What follows belongs to an exercise in optimizing a design on an open flow for small area, a short achievable clock period and few clock cycles; a production flow would make more cautious choices. Function was checked by simulation only, so behaviour that the tests miss may differ from the original. No activity file was given, so power comes from the tool's default toggle rates.

==> job 4076 <==
// dirty_page_display_refresh_core
module dirty_page_display_refresh_core
(
   input  logic                                clock,
   input  logic                                reset,
   input  logic                                req_valid,
   output logic                                req_stall,
   input  logic [7:0]                          req_byte,
   input  logic                                req_frame_start,
   output logic                                rsp_valid,
   input  logic                                rsp_stall,
   output logic                                rsp_is_data,
   output logic [63:0]                         rsp_payload,
   output logic [3:0]                          rsp_byte_count,
   output logic                                rsp_write_end,
   output logic                                rsp_last,
   input  logic                                csr_valid,
   output logic                                csr_ready,
   input  logic [1:0]                          csr_index,
   input  logic [7:0]                          csr_wdata
);
   localparam int N    = 1024;
   localparam int K    = 16;
   localparam int NWIN = 64;
   localparam int WOFF = 5;
   localparam int LK = $clog2(K);
   localparam int NT = N / K;
   localparam int LT = $clog2(NT);
   localparam int WS = N / NWIN;
   localparam int LS = $clog2(WS);
   localparam int LW = $clog2(NWIN);
   logic [7:0] cols_ff;     
   logic [3:0] pages_ff;    
   assign csr_ready = 1'b1;
   always_ff @(posedge clock) begin
      if (reset) begin
         cols_ff <= 8'd128;
         pages_ff <= 4'd8;
      end else if (csr_valid) begin
         if (csr_index == 2'd0) begin
            if (csr_wdata == 8'd0) cols_ff <= 8'd1;
            else if (csr_wdata > 8'd128) cols_ff <= 8'd128;
            else cols_ff <= csr_wdata;
         end else if (csr_index == 2'd1) begin
            if (csr_wdata[3:0] == 4'd0) pages_ff <= 4'd1;
            else if (csr_wdata[3:0] > 4'd8) pages_ff <= 4'd8;
            else pages_ff <= csr_wdata[3:0];
         end
      end
   end
   logic [9:0] t_ff;
   always_ff @(posedge clock) begin
      if (reset) t_ff <= '0;
      else t_ff <= t_ff + 10'd1;
   end
   logic [NT/8-1:0] ram_wr_hi;
   logic [7:0]     ram_wr_lo;
   logic [NT/16-1:0] ram_rd_hi;
   logic [15:0]    ram_rd_lo;
   logic [7:0]     ram_wr_data;
   logic [7:0]     ram_old;
  ...
Settings: LEC_CHECK=0, ABC_CLOCK_PERIOD_IN_PS=3000, CAP_MARGIN=20, CORE_ASPECT_RATIO=2, CORE_MARGIN=2, CORE_UTILIZATION=60, CTS_BUF_LIST=sky130_fd_sc_hd__clkbuf_16, CTS_CLUSTER_DIAMETER=70, CTS_CLUSTER_SIZE=26, PLACE_DENSITY=0.7, SETUP_SLACK_MARGIN=5, SLEW_MARGIN=20, SYNTH_MEMORY_MAX_BITS=16384; clock period 8.0 ns.
run.sh (not shown) runs the stock make flow with config.mk's settings and CLKGATE_MAP_FILE= SYNTH_SCRIPT=/design/flow/synth_recipe.tcl, a recipe that flattens the netlist after the stock synthesis.
==> job 6440 (differences from job 4076) <==
--- a/flow/design.v
+++ b/flow/design.v
@@ -1,22 +1,25 @@
 module dpdr_ram #(
    parameter int N    = 1024,
    parameter int K    = 16,
-   parameter int NWIN = 16,
-   parameter int WOFF = 32
+   parameter int NWIN = 64,
+   parameter int WOFF = 5
 ) (
-   input  logic                    clock,
-   input  logic [N/K/8-1:0]        wr_hi,        
-   input  logic [7:0]              wr_lo,        
-   input  logic [N/K/16-1:0]       rd_hi,        
-   input  logic [15:0]             rd_lo,        
-   input  logic [7:0]              wr_data,
-   output logic [7:0]              tap_old,
-   input  logic [$clog2(NWIN)-1:0] rd_win,
-   output logic [63:0]             rd_data       
+   input  logic                 clock,
+   input  logic [N/K/8-1:0]     wr_hi,      
+   input  logic [7:0]           wr_lo,      
+   input  logic [7:0]           wr_data,
+   input  logic [N/K/16-1:0]    cmp_hi,     
+   input  logic [15:0]          cmp_lo,     
+   input  logic [7:0]           cmp_byte,
+   output logic [N/K/16-1:0]    cmp_diff,
+   input  logic [NWIN/16-1:0]   rd_hi,      
+   input  logic [15:0]          rd_lo,      
+   input  logic                 rd_inv,
+   output logic [63:0]          rd_data
 );
    localparam int NT = N / K;
    localparam int WS = N / NWIN;
    logic [8*N-1:0] ring;
    logic [8*N-1:0] ring_in;
    logic [7:0]     tap_q [NT];
    logic [7:0]     win_q [NWIN];
@@ -33,36 +36,39 @@
       end
    end
    always_ff @(posedge clock) begin
       ring <= ring_in;
    end
    always_comb begin
       for (int j = 0; j < NT; j++) tap_q[j] = ring[8*(j*K) +: 8];
-      for (int i = 0; i < NWIN; i++) win_q[i] = ring[8*((WOFF+8+i*WS)%N) +: 8];
+      for (int i = 0; i < NWIN; i++) win_q[i] = ring[8*((WOFF+9+i*WS)%N) +: 8];
    end
    logic [7:0] tap_grp [NT/16];
    always_comb begin
       for (int h = 0; h < NT/16; h++) begin
          tap_grp[h] = '0;
-         for (int l = 0; l < 16; l++) tap_grp[h] |= tap_q[16*h+l] & {8{rd_lo[l]}};
+         for (int l = 0; l < 16; l++) tap_grp[h] |= tap_q[16*h+l] & {8{cmp_lo[l]}};
+         cmp_diff[h] = cmp_hi[h] && ((tap_grp[h] ^ cmp_byte) != 8'd0);
       end
-      tap_old = '0;
-      for (int h = 0; h < NT/16; h++) tap_old |= tap_grp[h] & {8{rd_hi[h]}};
    end
-   localparam int RT0 = (WOFF + 8) / K + 1;
-   logic rd_inv;
+   logic [7:0] win_grp [NWIN/16];
+   logic [7:0] win_grp_ff [NWIN/16];
+   logic [NWIN/16-1:0] rd_hi_ff;
    always_comb begin
-      rd_inv = 1'b0;
-      for (int i = 0; i < NWIN; i++) begin
-         if (rd_win == i) rd_inv = ((RT0 + i*WS/K) % 2 == 0);
+      for (int h = 0; h < NWIN/16; h++) begin
+         win_grp[h] = '0;
+         for (int l = 0; l < 16; l++) win_grp[h] |= win_q[16*h+l] & {8{rd_lo[l]}};
       end
+      rd_byte = '0;
+      for (int h = 0; h < NWIN/16; h++) rd_byte |= win_grp_ff[h] & {8{rd_hi_ff[h]}};
    end
-   assign rd_byte = win_q[rd_win] ^ {8{rd_inv}};
    always_ff @(posedge clock) begin
-      rd_hist <= {rd_byte, rd_hist[63:8]};
+      for (int h = 0; h < NWIN/16; h++) win_grp_ff[h] <= win_grp[h];
+      rd_hi_ff <= rd_hi;
+      rd_hist <= {rd_byte ^ {8{rd_inv}}, rd_hist[63:8]};
    end
    assign rd_data = rd_hist;
 endmodule
 module dirty_page_display_refresh_core
 (
    input  logic                                clock,
    input  logic                                reset,
@@ -88,14 +94,15 @@
    localparam int WOFF = 5;
    localparam int LK = $clog2(K);
    localparam int NT = N / K;
    localparam int LT = $clog2(NT);
    localparam int WS = N / NWIN;
    localparam int LS = $clog2(WS);
    localparam int LW = $clog2(NWIN);
+   localparam int RT0 = (WOFF + 9) / K + 1;
    logic [7:0] cols_ff;     
    logic [3:0] pages_ff;    
    assign csr_ready = 1'b1;
    always_ff @(posedge clock) begin
       if (reset) begin
          cols_ff <= 8'd128;
          pages_ff <= 4'd8;
@@ -117,27 +124,34 @@
       else t_ff <= t_ff + 10'd1;
    end
    logic [NT/8-1:0] ram_wr_hi;
    logic [7:0]     ram_wr_lo;
    logic [NT/16-1:0] ram_rd_hi;
    logic [15:0]    ram_rd_lo;
    logic [7:0]     ram_wr_data;
-   logic [7:0]     ram_old;
-   logic [LW-1:0]  ram_rd_win;
+   logic [3:0]     ram_cmp_diff;
+   logic [7:0]     ram_cmp_byte;
+   logic [NWIN/16-1:0] r_rd_hi;    
+   logic [15:0]    r_rd_lo;
+   logic           r_rd_inv_e;  
+   logic           r_rd_inv;    
    logic [63:0]    ram_rd_data;
    dpdr_ram #(.N(N), .K(K), .NWIN(NWIN), .WOFF(WOFF)) u_ring (
-      .clock  (clock),
-      .wr_hi  (ram_wr_hi),
-      .wr_lo  (ram_wr_lo),
-      .rd_hi  (ram_rd_hi),
-      .rd_lo  (ram_rd_lo),
-      .wr_data(ram_wr_data),
-      .tap_old(ram_old),
-      .rd_win (ram_rd_win),
-      .rd_data(ram_rd_data)
+      .clock   (clock),
+      .wr_hi   (ram_wr_hi),
+      .wr_lo   (ram_wr_lo),
+      .wr_data (ram_wr_data),
+      .cmp_hi  (ram_rd_hi),
+      .cmp_lo  (ram_rd_lo),
+      .cmp_byte(ram_cmp_byte),
+      .cmp_diff(ram_cmp_diff),
+      .rd_hi   (r_rd_hi),
+      .rd_lo   (r_rd_lo),
+      .rd_inv  (r_rd_inv),
+      .rd_data (ram_rd_data)
    );
    logic       stall_ff;
    logic       take;
    assign req_stall = stall_ff;
    assign take = req_valid && !stall_ff;
    logic [6:0] col_ff;
    logic [2:0] page_ff;
@@ -283,40 +297,37 @@
       end
    end
    assign ram_wr_hi = q_wr_hi;
    assign ram_wr_lo = q_wr_lo;
    assign ram_rd_hi = q_tap_hi;
    assign ram_rd_lo = q_tap_lo;
    assign ram_wr_data = q_byte[0];
+   assign ram_cmp_byte = q_byte[0] ^ {8{q_slot[0][LK]}};
    logic       d_valid;
-   logic [7:0] d_old;       
-   logic       d_inv;
-   logic [7:0] d_new;
+   logic [3:0] d_diff;      
    logic [2:0] d_page;
    logic       d_end;
    logic       d_fs;
    logic       d_first;
    logic       changed_ff;
    logic       d_ch;
    logic       d_send;
-   assign d_ch = (!d_fs && changed_ff) || ((d_old ^ {8{d_inv}}) != d_new);
+   assign d_ch = (!d_fs && changed_ff) || (d_diff != 4'd0);
    assign d_send = d_valid && d_end && (d_ch || d_first);
    always_ff @(posedge clock) begin
       if (reset) begin
          d_valid <= 1'b0;
          changed_ff <= 1'b0;
       end else begin
          d_valid <= w_go;
          if (d_valid) changed_ff <= d_end ? 1'b0 : d_ch;
       end
    end
    always_ff @(posedge clock) begin
-      d_old <= ram_old;
-      d_inv <= q_slot[0][LK];
-      d_new <= q_byte[0];
+      d_diff <= ram_cmp_diff;
       d_page <= q_page[0];
       d_end <= q_end[0];
       d_fs <= q_fs[0];
       d_first <= q_first[0];
    end
    logic [2:0] sq [8];
    logic [2:0] sq_rd;
@@ -343,24 +354,24 @@
    logic [1:0]    r_step;     
    logic [3:0]    r_word;
    logic [9:0]    r_slot;
    logic          r_match;
    logic [LW-1:0] r_win;
    logic [LW-1:0] r_win_next;
    logic [2:0]    r_age;      
+   logic [2:0]    r_age_d;    
    logic [2:0]    r_age_next;
    logic [3:0]    r_count;
    logic          r_final;
    logic          r_done;
    logic        out_free;
    logic        load;
    logic        adv;
    logic [9:0]  r_slot_next;
    logic [3:0]  r_word_next;
-   logic [7:0]  r_rem_next;
    logic [9:0]  r_slot_new;
    logic [9:0]  r_slot_adv;
    logic [9:0]  r_slot_dec;
    logic [63:0] r_data;
    logic        rsp_valid_ff;
    logic        o_is_data;
    logic [63:0] o_payload;
@@ -374,44 +385,57 @@
    assign sq_pop = (!r_act || r_done) && (sq_count != 4'd0);
    assign r_slot_new = {r_page, 7'd0} - t_ff - 10'd1;
    assign r_slot_adv = r_slot + 10'd7;
    assign r_slot_dec = r_slot - 10'd1;
    logic [LW-1:0] win_n, win_d;
    logic          match_n, match_d;
    logic [7:0]    rem_n, rem_a, rem_d;
+   logic          fin_n, fin_a, fin_d;
+   logic [3:0]    cnt_n, cnt_a, cnt_d;
    assign win_n = LW'((r_slot_new - 10'(WOFF)) >> LS);
    assign win_d = LW'((r_slot_dec - 10'(WOFF)) >> LS);
    assign match_n = (r_slot_new[LS-1:0] == LS'(WOFF));
    assign match_d = (r_slot_dec[LS-1:0] == LS'(WOFF));
    assign rem_n = cols_ff;
    assign rem_a = cols_ff - {1'b0, r_word + 4'd1, 3'd0};
    assign rem_d = cols_ff - {1'b0, r_word, 3'd0};
+   assign fin_n = rem_n <= 8'd8;
+   assign fin_a = rem_a <= 8'd8;
+   assign fin_d = rem_d <= 8'd8;
+   assign cnt_n = fin_n ? rem_n[3:0] : 4'd8;
+   assign cnt_a = fin_a ? rem_a[3:0] : 4'd8;
+   assign cnt_d = fin_d ? rem_d[3:0] : 4'd8;
    logic          r_match_next;
    logic          r_same_next;
+   logic          r_final_next;
+   logic [3:0]    r_count_next;
    always_comb begin
       if (r_init) begin
          r_slot_next = r_slot_new;
          r_word_next = 4'd0;
          r_win_next = win_n;
          r_match_next = match_n;
-         r_rem_next = rem_n;
+         r_final_next = fin_n;
+         r_count_next = cnt_n;
          r_same_next = (win_n == r_win);
       end else if (adv) begin
          r_slot_next = r_slot_adv;
          r_word_next = r_word + 4'd1;
          r_win_next = r_win;
          r_match_next = 1'b0;
-         r_rem_next = rem_a;
+         r_final_next = fin_a;
+         r_count_next = cnt_a;
          r_same_next = 1'b1;
       end else begin
          r_slot_next = r_slot_dec;
          r_word_next = r_word;
          r_win_next = win_d;
          r_match_next = match_d;
-         r_rem_next = rem_d;
+         r_final_next = fin_d;
+         r_count_next = cnt_d;
          r_same_next = (win_d == r_win);
       end
    end
    assign r_age_next = !r_same_next ? 3'd0 : ((r_age == 3'd7) ? 3'd7 : r_age + 3'd1);
    always_ff @(posedge clock) begin
       if (reset) begin
          r_act <= 1'b0;
@@ -431,26 +455,30 @@
          end
       end
    end
    always_ff @(posedge clock) begin
       if (sq_pop) r_page <= sq[sq_rd];
       r_word <= r_word_next;
       r_slot <= r_slot_next;
-      r_match <= r_match_next && (r_age == 3'd7);
+      r_match <= r_match_next && (r_age_d == 3'd7);
+      r_age_d <= r_age;
       r_win <= r_win_next;
-      r_final <= r_rem_next <= 8'd8;
-      r_count <= (r_rem_next <= 8'd8) ? r_rem_next[3:0] : 4'd8;
+      r_final <= r_final_next;
+      r_count <= r_count_next;
+      for (int l = 0; l < 16; l++) r_rd_lo[l] <= (r_win_next[3:0] == 4'(l));
+      for (int h = 0; h < NWIN/16; h++) r_rd_hi[h] <= (r_win_next[LW-1:4] == (LW-4)'(h));
+      r_rd_inv_e <= ((RT0 + int'(r_win_next) * (WS/K)) % 2 == 0);
+      r_rd_inv <= r_rd_inv_e;
    end
    always_comb begin
       r_data = '0;
       for (int i = 0; i < 8; i++) begin
          if (4'(i) < r_count) r_data[8*i +: 8] = ram_rd_data[8*i +: 8];
       end
    end
-   assign ram_rd_win = r_win;
    always_comb begin
       for (int i = 0; i < 8; i++) begin
          if (w_go && q_end[0] && (q_page[0] == 3'(i))) begin
             pend_next[i] = 1'b1;
          end else if (d_valid && d_end && !d_send && (d_page == 3'(i))) begin
             pend_next[i] = 1'b0;
          end else if (r_done && (r_page == 3'(i))) begin
==> run summary <==
Run status: job 4076 finished clean; job 6440 finished clean
Critical Path Sink: job 4076 d_old[3]$_DFF_P_; job 6440 rsp_payload[24]
Total nets after synthesis: job 4076 11550; job 6440 11550
Placeable core region: job 4076 315700 um2; job 6440 317800 um2
DIE AREA: job 4076 321300 um2; job 6440 324000 um2
Layout overhead on the synthesized area: job 4076 9.907%; job 6440 9.198%
P_int: job 4076 53050 uW; job 6440 53910 uW
Fill cell count: job 4076 21350; job 6440 21100
Max stage delay cell, worst path: job 4076 sky130_fd_sc_hd__o21ai_0; job 6440 sky130_fd_sc_hd__dfxtp_4
Initial core utilization: job 4076 60.16%; job 6440 60.25%
Worst reg-to-reg setup slack: job 4076 4.75 ns; job 6440 4.98 ns
Post-DP HPWL: job 4076 368500 um; job 6440 256100 um
Min-Delay Startpoint: job 4076 u_ring.ring[1611]$_DFF_P_; job 6440 u_ring.ring[2812]$_DFF_P_
Reported clock group power: job 4076 21000 uW; job 6440 20700 uW
Overall track demand over capacity in global routing: job 4076 31.79%; job 6440 24.97%
Number of instances resized during post-cts repair: job 4076 648; job 6440 561
Testbench counts of job 4076, summed over its fixed seeds: cycles 49,905.
Testbench counts of job 6440, summed over its fixed seeds: cycles 50,049.

==> re-timing with driven ports <==
How much do the figures lean on ideal ports? The routed layouts below were timed once more, with nothing changed but the port constraints.
Step 1 sets driving cells, clkbuf_16 on the clock port and buf_2 on the other inputs (assumed; they add their load-dependent delay and slew).
Step 2 adds t to the input delays and takes it off the output delays; t is the mean of the earliest and latest rising clock arrival at the registers after step 1. Input paths then give back, and output paths get back, about the clock's delay inside the block.
Three values: ideal ports, drivers, drivers and shift; two values: the first two.
| run | t, ns | slack for setup (ns) | clock arrival spread, ns |
|---|---|---|---|
| job 4076 | 1.064 | 4.746 / 4.746 / 3.887 | 0.088 / 0.088 |
| job 6440 | 1.052 | 4.914 / 4.795 / 4.122 | 0.100 / 0.100 |
After both steps setup and hold are still met in every run listed. The setup slack of job 4076, which loses most, moves by 0.000 ns with the drivers and by -0.859 ns with both steps.
